This design comes from an exercise in tuning for small area on the open sky130 flow, not from production work. No functional check of the RTL was part of any run shown here. No activity file was given, so power comes from the tool's default toggle rates.

$ cat design.v
package core_pkg;
  typedef enum logic [2:0] {
    NO_CSR_OP = 3'd0,
    WRITE_CSR = 3'd1,
    SET_CSR   = 3'd2,
    CLEAR_CSR = 3'd3,
    SYSTEM    = 3'd4
  } csr_op_e;
  typedef logic [4:0] hpm_sel_t;
  localparam logic [11:0] CSR_MCYCLE        = 12'hB00;
  localparam logic [11:0] CSR_MINSTRET      = 12'hB02;
  localparam logic [11:0] CSR_MCYCLEH       = 12'hB80;
  localparam logic [11:0] CSR_MINSTRETH     = 12'hB82;
  localparam logic [11:0] CSR_MCOUNTINHIBIT = 12'h320;
  localparam logic [11:0] CSR_CYCLE         = 12'hC00;
  localparam logic [11:0] CSR_INSTRET       = 12'hC02;
  localparam logic [11:0] CSR_CYCLEH        = 12'hC80;
  localparam logic [11:0] CSR_INSTRETH      = 12'hC82;
  localparam logic [11:0] MHPMCOUNTER3_BASE  = 12'hB03;
  localparam logic [11:0] MHPMCOUNTER3H_BASE = 12'hB83;
  localparam logic [11:0] MHPMEVENT3_BASE    = 12'h323;
  localparam logic [11:0] HPMCOUNTER3_BASE   = 12'hC03;
  localparam logic [11:0] HPMCOUNTER3H_BASE  = 12'hC83;
  function automatic logic [31:0] csr_apply_op(input logic [2:0]  op,
                                               input logic [31:0] old_val,
                                               input logic [31:0] wdata);
    case (op)
      core_pkg::WRITE_CSR: csr_apply_op = wdata;
      core_pkg::SET_CSR:   csr_apply_op = old_val | wdata;
      core_pkg::CLEAR_CSR: csr_apply_op = old_val & ~wdata;
      default:   csr_apply_op = old_val;
    endcase
  endfunction
endpackage
module hpm_counter (
  input  logic        clk,
  input  logic        live,
  input  logic        en,
  input  logic        wr_lo,
  input  logic        wr_hi,
  input  logic        blk_lo,
  input  logic        blk_hi,
  input  logic [31:0] wdata,
  output logic [63:0] store
);
  localparam logic [63:0] ODD = {32{2'b10}};
  logic [63:0] st_q, st_d;
  logic [64:0] cc;      
  logic [63:0] val;     
  logic [4:0]  g;       
  logic        keep_lo, keep_hi, en_lo, en_hi;
  always_comb begin
    en_lo   = en & ~blk_lo;
    en_hi   = en & ~blk_hi;
    val     = st_q ^ ODD;
    g[0]    = 1'b1;
    for (int b = 0; b < 4; b++) g[b+1] = g[b] & (&val[16*b +: 16]);
    keep_lo = ~wr_lo & live;
    keep_hi = ~wr_hi & live;
  end
  assign cc[0]  = en_lo;
  assign cc[16] = en_lo & g[1];
  assign cc[32] = en_hi & g[2];
  assign cc[48] = en_hi & g[3];
  for (genvar i = 0; i < 64; i++) begin : g_bit
    logic co;
    if (i % 16 != 15) begin : g_cc
      assign cc[i+1] = co;
    end
    if (i == 0) begin : g_b0
      assign co = ~(st_q[0] & cc[0]);
      assign st_d[0] = wr_lo ? wdata[0] : (live ? st_q[0] ^ cc[0] : cc[0]);
    end else if (i % 2 == 0) begin : g_e
      hpm_bit_e u_bit (
        .q    (st_q[i]),
        .c    (cc[i]),
        .wr   ((i < 32) ? wr_lo : wr_hi),
        .keep ((i < 32) ? keep_lo : keep_hi),
        .w    (wdata[i % 32]),
        .d    (st_d[i])
      );
      hpm_carry_e u_carry (.q(st_q[i]), .c(cc[i]), .co_n(co));
    end else begin : g_o
      hpm_bit_o u_bit (
        .q_n  (st_q[i]),
        .c_n  (cc[i]),
        .wr   ((i < 32) ? wr_lo : wr_hi),
        .keep ((i < 32) ? keep_lo : keep_hi),
        .w    (wdata[i % 32]),
        .d_n  (st_d[i])
      );
      hpm_carry_o u_carry (.q_n(st_q[i]), .c_n(cc[i]), .co(co));
    end
  end
  always_ff @(posedge clk) st_q <= st_d;
  assign store = st_q;
endmodule
module hpm_bit_e (
  input  logic q,
  input  logic c,
  input  logic wr,
  input  logic keep,
  input  logic w,
  output logic d
);
  assign d = (wr & w) | (keep & (q ^ c));
endmodule
module hpm_bit_o (
  input  logic q_n,
  input  logic c_n,
  input  logic wr,
  input  logic keep,
  input  logic w,
  output logic d_n
);
  assign d_n = ~((wr & w) | (keep & (q_n ^ c_n)));
endmodule
module hpm_carry_e (
  input  logic q,
  input  logic c,
  output logic co_n
);
  assign co_n = ~(q & c);
endmodule
module hpm_carry_o (
  input  logic q_n,
  input  logic c_n,
  output logic co
);
  assign co = ~(q_n | c_n);
endmodule
module csr_counter_unit (
  input  logic        clk,
  input  logic        rst_n,
  input  logic        csr_valid_i,
  input  logic [2:0]  csr_op_i,
  input  logic [11:0] csr_addr_i,
  input  logic [31:0] csr_wdata_i,
  output logic [31:0] csr_rdata_o,
  output logic        csr_hit_o,
  output logic        csr_illegal_o,
  input  logic        retire_i,
  input  logic [7:0]  event_i
);
  localparam int NC = 6;
  logic [4:0]  idx;
  logic [6:0]  grp;
  logic        g_mlo, g_mhi, g_ulo, g_uhi, g_evt, idx_lo, impl, is_wr_op, wr_ok;
  logic        cnt_win, evt_win, inh_addr, hit;
  logic [6:0]  idx_is;
  logic [31:0] rdata, wdata_new;
  logic        live_q;
  logic [63:0] cnt [NC];        
  logic [4:0]  evt_sel_q [4];
  logic [5:0]  inhibit_q;       
  logic [NC-1:0] cnt_en, wr_lo, wr_hi, rsel_lo, rsel_hi;
  logic [3:0]  wr_evt, rsel_evt;
  logic        wr_inh, rsel_inh;
  always_comb begin
    idx      = csr_addr_i[4:0];
    grp      = csr_addr_i[11:5];
    for (int k = 0; k < 7; k++) idx_is[k] = (idx == 5'(k));
    g_mlo    = (grp == 7'h58);
    g_mhi    = (grp == 7'h5C);
    g_ulo    = (grp == 7'h60);
    g_uhi    = (grp == 7'h64);
    g_evt    = (grp == 7'h19);
    cnt_win  = (g_mlo || g_mhi || g_ulo || g_uhi) && !idx_is[1];
    evt_win  = g_evt && (idx >= 5'd3);
    inh_addr = g_evt && idx_is[0];
    impl     = (idx <= 5'd6);
    is_wr_op = !csr_op_i[2] && (csr_op_i[1:0] != 2'b00);
    hit      = cnt_win || evt_win || inh_addr;
    csr_hit_o     = csr_valid_i && hit;
    csr_illegal_o = csr_valid_i && (((cnt_win || evt_win) && !impl) ||
                                    ((g_ulo || g_uhi) && !idx_is[1] && is_wr_op));
    wr_ok    = csr_valid_i && is_wr_op;
    for (int k = 0; k < NC; k++) begin
      idx_lo = idx_is[(k == 0) ? 0 : k + 1];
      wr_lo[k]   = wr_ok && g_mlo && idx_lo;
      wr_hi[k]   = wr_ok && g_mhi && idx_lo;
      rsel_lo[k] = live_q && (g_mlo || g_ulo) && idx_lo;
      rsel_hi[k] = live_q && (g_mhi || g_uhi) && idx_lo;
    end
    for (int k = 0; k < 4; k++) begin
      wr_evt[k]   = wr_ok && g_evt && idx_is[k + 3];
      rsel_evt[k] = live_q && g_evt && idx_is[k + 3];
    end
    wr_inh   = wr_ok && inh_addr;
    rsel_inh = live_q && inh_addr;
  end
  csr_rmux u_rmux (
    .sel_lo  (rsel_lo),
    .sel_hi  (rsel_hi),
    .sel_evt (rsel_evt),
    .sel_inh (rsel_inh),
    .cnt     ({cnt[5], cnt[4], cnt[3], cnt[2], cnt[1], cnt[0]}),
    .evt     ({evt_sel_q[3], evt_sel_q[2], evt_sel_q[1], evt_sel_q[0]}),
    .inh     ({inhibit_q[5:1], 1'b0, inhibit_q[0]}),
    .rdata   (rdata)
  );
  logic op_w1, op_r1;
  assign op_w1 = !(csr_op_i[1] && csr_op_i[0]);     
  assign op_r1 = csr_op_i[1];                        
  for (genvar b = 0; b < 32; b++) begin : g_new
    csr_new_bit u_new (.w(csr_wdata_i[b]), .r(rdata[b]), .w1(op_w1), .r1(op_r1),
                       .y(wdata_new[b]));
  end
  assign csr_rdata_o = rdata;
  logic [7:0] evt_ext;
  assign evt_ext = {event_i[6:0], 1'b0};
  always_comb begin
    cnt_en[0] = !(live_q && inhibit_q[0]);
    cnt_en[1] = retire_i && !(live_q && inhibit_q[1]);
    for (int k = 0; k < 4; k++)
      cnt_en[k+2] = live_q && !inhibit_q[k+2] && !evt_sel_q[k][4] &&
                    (evt_sel_q[k][3] ? (evt_sel_q[k][2:0] == 3'd0) && event_i[7]
                                     : evt_ext[evt_sel_q[k][2:0]]);
  end
  for (genvar k = 0; k < NC; k++) begin : g_cnt
    hpm_counter u_cnt (
      .clk   (clk),
      .live  (live_q),
      .en    (cnt_en[k]),
      .wr_lo (wr_lo[k]),
      .wr_hi (wr_hi[k]),
      .blk_lo(wr_hi[k]),
      .blk_hi(wr_lo[k]),
      .wdata (wdata_new),
      .store (cnt[k])
    );
  end
  always_ff @(posedge clk or negedge rst_n) begin
    if (!rst_n) live_q <= 1'b0;
    else        live_q <= 1'b1;
  end
  logic [4:0] evt_sel_d [4];
  logic [5:0] inhibit_d;
  logic [3:0] keep_evt;
  logic       keep_inh;
  always_comb begin
    for (int k = 0; k < 4; k++) keep_evt[k] = !wr_evt[k] && live_q;
    keep_inh = !wr_inh && live_q;
  end
  for (genvar k = 0; k < 4; k++) begin : g_evts
    for (genvar b = 0; b < 5; b++) begin : g_b
      csr_reg_bit u_d (.wr(wr_evt[k]), .w(wdata_new[b]), .keep(keep_evt[k]),
                       .q(evt_sel_q[k][b]), .d(evt_sel_d[k][b]));
    end
  end
  for (genvar b = 0; b < 6; b++) begin : g_inh
    csr_reg_bit u_d (.wr(wr_inh), .w(wdata_new[(b == 0) ? 0 : b + 1]), .keep(keep_inh),
                     .q(inhibit_q[b]), .d(inhibit_d[b]));
  end
  always_ff @(posedge clk) begin
    for (int k = 0; k < 4; k++) evt_sel_q[k] <= evt_sel_d[k];
    inhibit_q <= inhibit_d;
  end
endmodule
module csr_new_bit (
  input  logic w,
  input  logic r,
  input  logic w1,
  input  logic r1,
  output logic y
);
  assign y = w ? w1 : (r & r1);
endmodule
module csr_reg_bit (
  input  logic wr,
  input  logic w,
  input  logic keep,
  input  logic q,
  output logic d
);
  assign d = (wr & w) | (keep & q);
endmodule
module csr_rmux (
  input  logic [5:0]      sel_lo,
  input  logic [5:0]      sel_hi,
  input  logic [3:0]      sel_evt,
  input  logic            sel_inh,
  input  logic [6*64-1:0] cnt,
  input  logic [19:0]     evt,
  input  logic [6:0]      inh,
  output logic [31:0]     rdata
);
  logic [31:0] xtra;        
  logic [11:0] sel;
  logic        any;
  always_comb begin
    xtra = '0;
    for (int k = 0; k < 4; k++)
      xtra = xtra | {27'd0, {5{sel_evt[k]}} & evt[5*k +: 5]};
    xtra = xtra | {25'd0, {7{sel_inh}} & inh};
    for (int k = 0; k < 6; k++) begin
      sel[2*k]   = sel_lo[k];
      sel[2*k+1] = sel_hi[k];
    end
    any = |sel;
  end
  for (genvar b = 0; b < 32; b++) begin : g_bit
    logic [11:0] dat;
    for (genvar k = 0; k < 6; k++) begin : g_k
      assign dat[2*k]   = cnt[64*k + b];
      assign dat[2*k+1] = cnt[64*k + 32 + b];
    end
    if (b % 2 == 1 && b < 7) begin : g_ox
      csr_rmux_bitnx u_bit (.sel(sel), .any(any), .dat_n(dat), .x(xtra[b]), .y(rdata[b]));
    end else if (b % 2 == 1) begin : g_o
      csr_rmux_bitn u_bit (.sel(sel), .any(any), .dat_n(dat), .y(rdata[b]));
    end else if (b < 7) begin : g_x
      csr_rmux_bitx u_bit (.sel(sel), .dat(dat), .x(xtra[b]), .y(rdata[b]));
    end else begin : g_e
      csr_rmux_bit u_bit (.sel(sel), .dat(dat), .y(rdata[b]));
    end
  end
endmodule
module csr_rmux_bit (
  input  logic [11:0] sel,
  input  logic [11:0] dat,
  output logic        y
);
  logic [3:0] t_n;
  for (genvar j = 0; j < 4; j++) begin : g_t
    csr_aoi3 u_t (.s(sel[3*j +: 3]), .d(dat[3*j +: 3]), .y_n(t_n[j]));
  end
  assign y = ~(&t_n);
endmodule
module csr_rmux_bitx (
  input  logic [11:0] sel,
  input  logic [11:0] dat,
  input  logic        x,
  output logic        y
);
  logic [3:0] t_n;
  for (genvar j = 0; j < 4; j++) begin : g_t
    csr_aoi3 u_t (.s(sel[3*j +: 3]), .d(dat[3*j +: 3]), .y_n(t_n[j]));
  end
  assign y = ~(&t_n) | x;
endmodule
module csr_rmux_bitn (
  input  logic [11:0] sel,
  input  logic        any,
  input  logic [11:0] dat_n,
  output logic        y
);
  logic [3:0] t_n;
  for (genvar j = 0; j < 4; j++) begin : g_t
    csr_aoi3 u_t (.s(sel[3*j +: 3]), .d(dat_n[3*j +: 3]), .y_n(t_n[j]));
  end
  assign y = any & (&t_n);
endmodule
module csr_rmux_bitnx (
  input  logic [11:0] sel,
  input  logic        any,
  input  logic [11:0] dat_n,
  input  logic        x,
  output logic        y
);
  logic [3:0] t_n;
  for (genvar j = 0; j < 4; j++) begin : g_t
    csr_aoi3 u_t (.s(sel[3*j +: 3]), .d(dat_n[3*j +: 3]), .y_n(t_n[j]));
  end
  assign y = (any & (&t_n)) | x;
endmodule
module csr_aoi3 (
  input  logic [2:0] s,
  input  logic [2:0] d,
  output logic       y_n
);
  assign y_n = ~(|(s & d));
endmodule
$ cat flow/run.sh
#!/bin/bash
set -euo pipefail
here=$(pwd)
{
  echo 'proc abc {args} {'
  echo '  set i [lsearch -exact $args -script]'
  echo "  if {\$i >= 0} { lset args [expr {\$i + 1}] $here/flow/abc_area_delay.script }"
  echo '  yosys abc {*}$args'
  echo '}'
  cat synth_recipe.tcl
} > flow_synth.tcl
export CTS_ARGS="-sink_clustering_enable -repair_clock_nets -dont_use_dummy_load -sink_clustering_size 24 -sink_clustering_max_diameter 100 -buf_list sky130_fd_sc_hd__clkbuf_16"
export BUFFER_PORTS_ARGS="-buffer_cell sky130_fd_sc_hd__buf_1"
export REMOVE_ABC_BUFFERS=1
bash standard.sh SYNTH_SCRIPT="$here/flow_synth.tcl" finish > flow_run.log 2>&1
$ cat flow/abc_area_delay.script
&get -n
&st
&dch
&nf
&st
&syn2
&if -g -K 6
&synch2
&nf
&st
&syn2
&if -g -K 6
&synch2
&nf
&st
&syn2
&if -g -K 6
&synch2
&nf
&st
&syn2
&if -g -K 6
&synch2
&nf
&st
&syn2
&if -g -K 6
&synch2
&nf
&put
topo
$ cat standard.sh
#!/bin/bash
# synth_recipe.tcl (not shown) runs the flow's synth.tcl, then flattens the netlist and writes it again
# the make line also repeats each setting of config.mk as NAME=value (left out here)
make -C /OpenROAD-flow-scripts/flow DESIGN_CONFIG=/design/flow/config.mk WORK_HOME=/design/flow/orfs CLKGATE_MAP_FILE= SYNTH_SCRIPT=/design/flow/synth_recipe.tcl "${@:-finish}"
$ cat config.mk
export PLATFORM = sky130hd
export DESIGN_NAME = csr_counter_unit
export DESIGN_NICKNAME = csr_counter_unit
export VERILOG_FILES = /design/flow/design.v
export SDC_FILE = /design/flow/constraint.sdc
export NUM_CORES = 4
export LEC_CHECK = 0
export CAP_MARGIN = 5
export CORE_MARGIN = 2
export CORE_UTILIZATION = 65
export SLEW_MARGIN = 5
export SYNTH_HIERARCHICAL = 1
$ cat constraint.sdc
create_clock -name core_clock -period 6.5 [get_ports {clk}]
set_input_delay 1.3000 -clock core_clock [delete_from_list [all_inputs] [get_ports {clk}]]
set_output_delay 1.3000 -clock core_clock [all_outputs]
set_load 0.01 [all_outputs]
==> results of run 1 <==
## kinds of logic after synthesis
| kind of cell | count (synthesis) | share of synthesized area, % |
|---|---|---|
| adders and majority gates | 6 | 0.371 |
| muxes | 14 | 0.965 |
| AOI/OAI and AO/OA | 602 | 24.8 |
| buffers and inverters | 11 | 0.204 |
| xor gates and xnor gates | 378 | 16.4 |
| and+or+nand+nor | 727 | 16.6 |
| DFF | 411 | 40.7 |
| other | 2 | 0.0371 |
## area by class of cell
type	instances	area (um2)	area share, %
well taps	396	495	2.22
diodes	1	2.50	0.0112
clock buffers	21	526	2.36
inverters	11	41.3	0.185
multi-input cells	1729	12100	54.1
flip-flops and latches	411	8230	37.0
repair buffers	170	932	4.18
## modules after synthesis (local to each module, per instance), excerpt
module	flip-flops and latches	times used	cells
csr_counter_unit	27	1	159
hpm_counter	64	6	91
csr_rmux_bitnx	0	3	2
csr_rmux	0	1	21
csr_rmux_bitx	0	4	2
hpm_carry_o	0	168	1
csr_rmux_bit	0	12	1
csr_aoi3	0	128	1
hpm_bit_o	0	192	2
hpm_bit_e	0	186	2
csr_rmux_bitn	0	13	3
hpm_carry_e	0	186	1
csr_reg_bit	0	26	1
## sequential cells by signal (all words and copies together) (netlist names)
signal            cells
inhibit_q             6
evt_sel_q            20
live_q                1
g_cnt.u_cnt.st_q    384
## metal layers
layer | up-vias | GRT usage (%) | part of all wire, %
li1 | 8649 | - | -
met1 | 9300 | 55.0 | 39
met2 | 1308 | 64.3 | 44
met3 | 212 | 7.01 | 11
met4 | 0 | 19.2 | 5.6
met5 | - | 0 | 0
## final timing paths
check                                                  endpoint  cells after the start                     from
worst max-delay path            g_cnt[3].u_cnt.st_q[47]$_DFF_P_                     25               event_i[4]
worst min-delay path                           live_q$_DFF_PN0_                      1                    rst_n
worst max register to register  g_cnt[3].u_cnt.st_q[47]$_DFF_P_                     24  evt_sel_q[1][2]$_DFF_P_
worst min register to register          evt_sel_q[0][4]$_DFF_P_                      1  evt_sel_q[0][4]$_DFF_P_
max in group asynchronous                      live_q$_DFF_PN0_                      1                    rst_n
min in group core_clock                 evt_sel_q[0][4]$_DFF_P_                      1  evt_sel_q[0][4]$_DFF_P_
## stage by stage
| stage | power (mW) | cells |
|---|---|---|
| finish | 4.16 | 2739 |
| global route | 4.26 | 2738 |
| CTS | 4.15 | 2738 |
| detailed placement | 2.81 | 2717 |
| global placement | 2.81 | 2717 |
| floorplan | 2.68 | 2151 |
## Yosys cell counts (7+ instances only)
master	n	share of area [%]
dfxtp_1	410	41
xor2_1	378	16
nand2_1	302	5.6
nor2_1	230	4.3
a22o_1	212	9.2
a22oi_1	198	7.3
a222oi_1	133	6.6
o21ai_0	39	0.97
nand4_1	35	1.1
or4_1	31	1.2
nor2b_1	29	0.90
nand3_1	21	0.52
nor4_1	15	0.46
nand4b_1	12	0.52
clkinv_1	11	0.20
nor3_1	7	0.17
nor3b_1	7	0.26
nor4b_1	7	0.30
or4b_1	7	0.35
## placed cells by master, fill, tap and decap left out, types with 11 or more instances in the layout
cell and instances:
a222oi_1 133, a22o_1 212, a22oi_1 198, buf_1 91, buf_4 78, clkbuf_16 21
clkinv_1 11, dfxtp_1 410, nand2_1 302, nand3_1 21, nand4_1 35, nand4b_1 12
nor2_1 206, nor2_2 24, nor2b_1 17, nor2b_2 12, nor4_1 15, o21ai_0 17
o21ai_1 20, or4_1 31, xor2_1 378
## worst register-to-register path, stage by stage (launching register included)
cell	delay [ps]
dfxtp_1	480
mux2_1	190
nand2_1	50
a221o_1	320
a21oi_1	480
nand4b_1	240
or4_1	560
nor3_1	490
nand2_1	170
nor2_1	220
nand2_1	110
nor2_1	180
nand2_1	120
nor2_1	180
nand2_1	120
nor2_1	190
nand2_1	120
nor2_1	200
nand2_1	110
nor2_1	220
nand2_1	130
nor2_1	180
nand2_1	80
xor2_1	160
a22oi_1	170
## power by group through the flow
stage	clock network [mW]	logic [mW]	registers [mW]
floorplan	0	0.0969	2.59
global placement	0	0.222	2.59
detailed placement	0	0.227	2.59
CTS	1.39	0.227	2.53
global route	1.48	0.245	2.53
finish	1.39	0.238	2.53
==> flow_metrics.py, run 1 <==
metrics = {
    "run_status": {
        "status": "finished clean",
    },
    "timing": {
        "slew_viol_final": 0,
        "max_slew_margin_pct": 23.0,
        "fin_ws_ps": 558,
        "fin_skew_ps": 52.9,
        "hold_viol_final": 0,
        "setup_viol": 0,
        "fin_setup_tns_ps": 0,
        "fin_crit_sh_pct": 91.4,
        "worst_pin_slew_ps": 1140,
        "min_period_ps": 5940,
        "grt_setup_unrepaired": "no",
        "holdWs_ps": 507,
        "max_freq_mhz": 168,
    },
    "clock_network": {
        "cts-root-buf": "clkbuf_16",
        "cts_max_level": 1,
        "cts.hold.buffers_added": 0,
        "cts.sinks": 411,
        "clk_pin_slew_worst_paths_ps": 100,
        "cts_inserted_buffers": 21,
        "cts_setup_buffers": 0,
        "cts_resized": 0,
        "clock_path_buffers": 3,
        "cts_tree": "built",
        "worstSkewPairLatency_ps": 560,
    },
    "critical_path": {
        "endpoint_kind": "flop",
        "cp.required_ps": 6960,
        "r2r_slack_ps": 970,
        "crit_arrival_ps": 6400,
        "start_kind": "input port",
        "cp_slowest_stage_delay_ps": 560,
        "critPathMaxFanout": 4,
        "path_class": "in2reg",
        "cp_num_buf_inv": 1,
        "timing.critical_path.mode_cell": "nand2_1",
        "path_delay_family": "simple AND/OR/NAND/NOR gates",
        "slowest_stage": "or4_1",
    },
    "pwr": {
        "power_frac_comb_pct": 5.7,
        "leakage_nw": 8.22,
        "powerDensity_nw_per_um2": 187,
        "swShare_pct": 24.0,
        "power_frac_seq_pct": 60.9,
        "p_int_mw": 3.16,
        "pwr-share-clk_pct": 33.4,
        "peakVddDrop_uv": 186,
        "p_sw_mw": 0.996,
    },
    "grt": {
        "grt_pass1_vias": 18243,
        "grt_use_total_pct": 40.9,
        "grt_max_degree": 35,
        "overflow": 0,
        "antenna_found_initial": 1,
        "grt_pass1_wl_um": 106000,
    },
    "cells_and_area": {
        "syn2layout_area_growth_pct": 10.2,
        "fillers": 2417,
        "final_cell_area_um2": 22300,
        "drive_gt1_share_pct": 6.06,
        "final_util_pct": 72.8,
        "final_net_count": 2409,
    },
    "synthesis": {
        "async_reset_ff_share_pct": 0.243,
        "synth_seq_cells": 411,
        "yosysWarnings": 13,
        "synth_edf_count": 0,
        "yosysUniqueCellTypes": 37,
        "ys_dominant_reg_cell": "dfxtp_1",
        "syn_inst": 2151,
        "avgSynthCellArea_um2": 9.40,
        "syn_area_um2": 20200,
        "seq_area_frac_synth_pct": 40.7,
    },
    "routing": {
        "drt-initial-drc-count": 3005,
        "num_vias": 19469,
        "drc": 0,
        "wirelength_um": 69200,
        "avgViaCountPerCell": 7.11,
        "first_pass_iters": 11,
        "wl_per_cell_um": 25.3,
        "postRouteAntennaNets": 0,
    },
    "placed_design": {
        "hpwl_um": 49600,
        "gp_congestion": 0.992,
        "place_ws_ps": 187,
        "port_buffers": 92,
        "dpl_cell_area_um2": 21800,
    },
    "floorplan": {
        "die_x_um": 180,
        "initial_core_util_pct": 66.1,
        "core_area_um2": 30600,
        "num_io_pins": 93,
        "dieArea_um2": 32500,
        "die_y_um": 180,
        "num_rows": 64,
    },
    "run": {
        "drv_cap": 0,
    },
    "hold_path": {
        "hold_class": "in2async",
    },
}
==> run 2, diff against run 1 <==
--- a/config.mk
+++ b/config.mk
@@ -8,5 +8,6 @@
 export CAP_MARGIN = 5
 export CORE_MARGIN = 2
 export CORE_UTILIZATION = 65
+export PLACE_DENSITY = 0.75
 export SLEW_MARGIN = 5
 export SYNTH_HIERARCHICAL = 1
==> run 2 against run 1 <==
Worst hold slack unchanged; first-iteration DRC count unchanged; critical endpoint unchanged; final area unchanged; largest cell class unchanged; power unchanged; area after synthesis unchanged; critical path depth unchanged; fmax unchanged; routed wire length unchanged; setup slack unchanged.
==> flow_metrics.py, run 2 <==
metrics = {
    "timing": {
        "setup_viol": 0,
        "worst_pin_slew_ps": 1140,
        "fin_crit_sh_pct": 91.4,
        "max_freq_mhz": 168,
        "fin_skew_ps": 52.9,
        "max_slew_margin_pct": 23.0,
        "slew_viol_final": 0,
        "fin_setup_tns_ps": 0,
        "min_period_ps": 5940,
        "hold_viol_final": 0,
        "grt_setup_unrepaired": "no",
    },
    "grt": {
        "use_met1_pct": 55.0,
        "grt_pass1_vias": 18243,
        "use_met2_pct": 64.3,
        "grt_max_degree": 35,
        "antenna_found_initial": 1,
        "overflow": 0,
        "grt_use_total_pct": 40.9,
        "grt_pass1_wl_um": 106000,
        "grt-busiest-layer": "met2",
        "grtUsageMet3_pct": 7.01,
    },
    "synthesis": {
        "yosys-top-cells-count": "dfxtp_1 (410), xor2_1 (378), nand2_1 (302)",
        "synth.top_cell.area_share_pct": 40.6,
        "synthTopCellsByArea": "dfxtp_1 (41%), xor2_1 (16%), a22o_1 (9.2%)",
        "async_reset_ff_share_pct": 0.243,
        "yosysUniqueCellTypes": 37,
        "syn_area_um2": 20200,
        "avgSynthCellArea_um2": 9.40,
        "yosys.cell_count.top_type": "dfxtp_1",
        "seq_area_frac_synth_pct": 40.7,
        "synth_top_cell_by_area": "dfxtp_1",
        "ys_dominant_reg_cell": "dfxtp_1",
        "syn_inst": 2151,
        "synth_seq_cells": 411,
        "synth_edf_count": 0,
        "yosysWarnings": 13,
    },
    "clock_network": {
        "clk_pin_slew_worst_paths_ps": 100,
        "cts_setup_buffers": 0,
        "clock_path_buffers": 3,
        "cts_tree": "built",
        "cts_inserted_buffers": 21,
        "cts.sinks": 411,
        "cts.hold.buffers_added": 0,
        "cts-root-buf": "clkbuf_16",
        "cts_resized": 0,
        "worstSkewPairLatency_ps": 560,
        "cts_max_level": 1,
    },
    "critical_path": {
        "critPathMaxFanout": 4,
        "cp_slowest_stage_delay_ps": 560,
        "crit_arrival_ps": 6400,
        "cp_num_buf_inv": 1,
        "start_kind": "input port",
        "path_delay_family": "simple AND/OR/NAND/NOR gates",
        "endpoint_kind": "flop",
        "path_class": "in2reg",
        "cp.required_ps": 6960,
        "slowest_stage": "or4_1",
        "timing.critical_path.mode_cell": "nand2_1",
    },
    "floorplan": {
        "dieArea_um2": 32500,
        "die_y_um": 180,
        "initial_core_util_pct": 66.1,
        "core_area_um2": 30600,
        "num_io_pins": 93,
        "num_rows": 64,
        "die_x_um": 180,
    },
    "hold_path": {
        "hold_class": "in2async",
    },
    "placed_design": {
        "dpl_cell_area_um2": 21800,
        "port_buffers": 92,
        "hpwl_um": 49600,
        "gp_congestion": 0.992,
    },
    "routing": {
        "postRouteAntennaNets": 0,
        "first_pass_iters": 11,
        "wl_per_cell_um": 25.3,
        "drt-initial-drc-count": 3005,
        "drc": 0,
        "num_vias": 19469,
        "wirelength_um": 69200,
        "avgViaCountPerCell": 7.11,
    },
    "pwr": {
        "power_frac_seq_pct": 60.9,
        "p_sw_mw": 0.996,
        "peakVddDrop_uv": 186,
        "leakage_nw": 8.22,
        "power_frac_comb_pct": 5.7,
        "powerDensity_nw_per_um2": 187,
        "pwr-share-clk_pct": 33.4,
        "swShare_pct": 24.0,
        "fin_total_pwr_mw": 4.16,
        "p_int_mw": 3.16,
    },
    "cells_and_area": {
        "final_cell_area_um2": 22300,
        "drive_gt1_share_pct": 6.06,
        "syn2layout_area_growth_pct": 10.2,
        "final_net_count": 2409,
        "regMostFlops": "g_cnt.u_cnt.st_q",
        "largest_reg_flops": 384,
        "mostFrequentLayoutCells": "dfxtp_1 (410), xor2_1 (378), nand2_1 (302), a22o_1 (212), nor2_1 (206)",
        "fillers": 2417,
        "final_common_cell": "dfxtp_1",
        "top_regs": "g_cnt.u_cnt.st_q: 384 flops, evt_sel_q: 20 flops, inhibit_q: 6 flops",
    },
    "run": {
        "drv_cap": 0,
    },
    "run_status": {
        "status": "finished clean",
    },
}
run 2: cell counts in the layout (fill, tap and decap cells not counted):
Identical to the previous run, type by type.
run 2: cell type report:
cell class	count	area, um2	share of cell area (%)
clock buffer	21	526	2.36
multi-input combinational	1729	12100	54.1
inverter	11	41.3	0.185
antenna	1	2.50	0.0112
tap	396	495	2.22
timing repair buffer	170	932	4.18
sequential	411	8230	37.0
run 2: through the flow:
stage / std cells / hold WS, ps / util (%) / setup slack, ps
CTS: 2738 / 502 / 72.8 / 709
detailed placement: 2717 / 492 / 71.1 / 187
finish: 2739 / 507 / 72.8 / 558
global placement: 2717 / 493 / 71.1 / 339
global route: 2738 / 503 / 72.8 / 173
floorplan: 2151 / 456 / - / 895
run 2: Yosys stat by module (local to each module, per instance), excerpt:
| module | cell area (um2) | cells | flip-flops and latches | times used |
|---|---|---|---|---|
| csr_new_bit | 12.5 | 3 | 0 | 32 |
| csr_rmux_bit | 6.26 | 1 | 0 | 12 |
| csr_aoi3 | 10.0 | 1 | 0 | 128 |
| hpm_carry_o | 3.75 | 1 | 0 | 168 |
| hpm_counter | 1480 | 91 | 64 | 6 |
| hpm_bit_e | 17.5 | 2 | 0 | 186 |
| csr_rmux_bitnx | 15.0 | 2 | 0 | 3 |
| csr_counter_unit | 1280 | 159 | 27 | 1 |
| csr_rmux_bitn | 12.5 | 3 | 0 | 13 |
run 2: path summary, 6_finish.rpt:
| kind | from | end | slack (ps) | cells after the start |
|---|---|---|---|---|
| max in group asynchronous | rst_n | live_q$_DFF_PN0_ | 5900 | 1 |
| min reg2reg | evt_sel_q[0][4]$_DFF_P_ | evt_sel_q[0][4]$_DFF_P_ | 530 | 1 |
| min in group core_clock | evt_sel_q[0][4]$_DFF_P_ | evt_sel_q[0][4]$_DFF_P_ | 530 | 1 |
| max reg2reg | evt_sel_q[1][2]$_DFF_P_ | g_cnt[3].u_cnt.st_q[47]$_DFF_P_ | 970 | 24 |
| max | event_i[4] | g_cnt[3].u_cnt.st_q[47]$_DFF_P_ | 560 | 25 |
| min | rst_n | live_q$_DFF_PN0_ | 510 | 1 |
run 2: kinds of logic after synthesis:
group | after synthesis | share of synthesized area [%]
mux | 14 | 0.965
simple gates | 727 | 16.6
flops | 411 | 40.7
other cells | 2 | 0.0371
xor+xnor | 378 | 16.4
fa+ha+maj | 6 | 0.371
compound gates | 602 | 24.8
buf+inv | 11 | 0.204
run 2: metal layers:
| layer | wire, um | part of all wire (%) |
|---|---|---|
| met5 | 0 | 0 |
| met4 | 3890 | 5.6 |
| met3 | 7920 | 11 |
| met2 | 30400 | 44 |
| met1 | 26900 | 39 |
run 2: worst register-to-register path: stages (launching register included):
cell and delay (ps):
dfxtp_1 480, mux2_1 190, nand2_1 50, a221o_1 320
a21oi_1 480, nand4b_1 240, or4_1 560, nor3_1 490
nand2_1 170, nor2_1 220, nand2_1 110, nor2_1 180
nand2_1 120, nor2_1 180, nand2_1 120, nor2_1 190
nand2_1 120, nor2_1 200, nand2_1 110, nor2_1 220
nand2_1 130, nor2_1 180, nand2_1 80, xor2_1 160
a22oi_1 170
run 2: power by group through the flow:
stage | combinational (mW) | sequential, mW | clock (mW)
5_1_grt | 0.245 | 2.53 | 1.48
3_3_place_gp | 0.222 | 2.59 | 0
6_report | 0.238 | 2.53 | 1.39
2_1_floorplan | 0.0969 | 2.59 | 0
3_5_place_dp | 0.227 | 2.59 | 0
4_1_cts | 0.227 | 2.53 | 1.39

## port drivers added, routing unchanged
Ports are ideal in the flow. The routed layouts listed here were re-timed in OpenROAD.
Step 1, drivers: a clkbuf_16 drives clk and a buf_2 each remaining input, both assumed.
Step 2 also shifts input and output timing later by t, the mid clock arrival at the registers, as if the neighbouring blocks saw the same clock.
Slacks: ideal ports / drivers / drivers and shift; pairs: ideal ports / drivers.
run | shift t [ns] | slack for setup (ns) | worst hold slack (ns) | latest minus earliest clock arrival (ns) | worst data-port slew with drivers (ns)
run 1 | 0.589 | 0.558 / 0.590 / 0.001 | 0.507 / 0.472 / 0.530 | 0.053 / 0.053 | 0.04
run 2 | 0.589 | 0.558 / 0.590 / 0.001 | 0.507 / 0.472 / 0.530 | 0.053 / 0.053 | 0.04
After both steps every run listed still meets setup and hold.
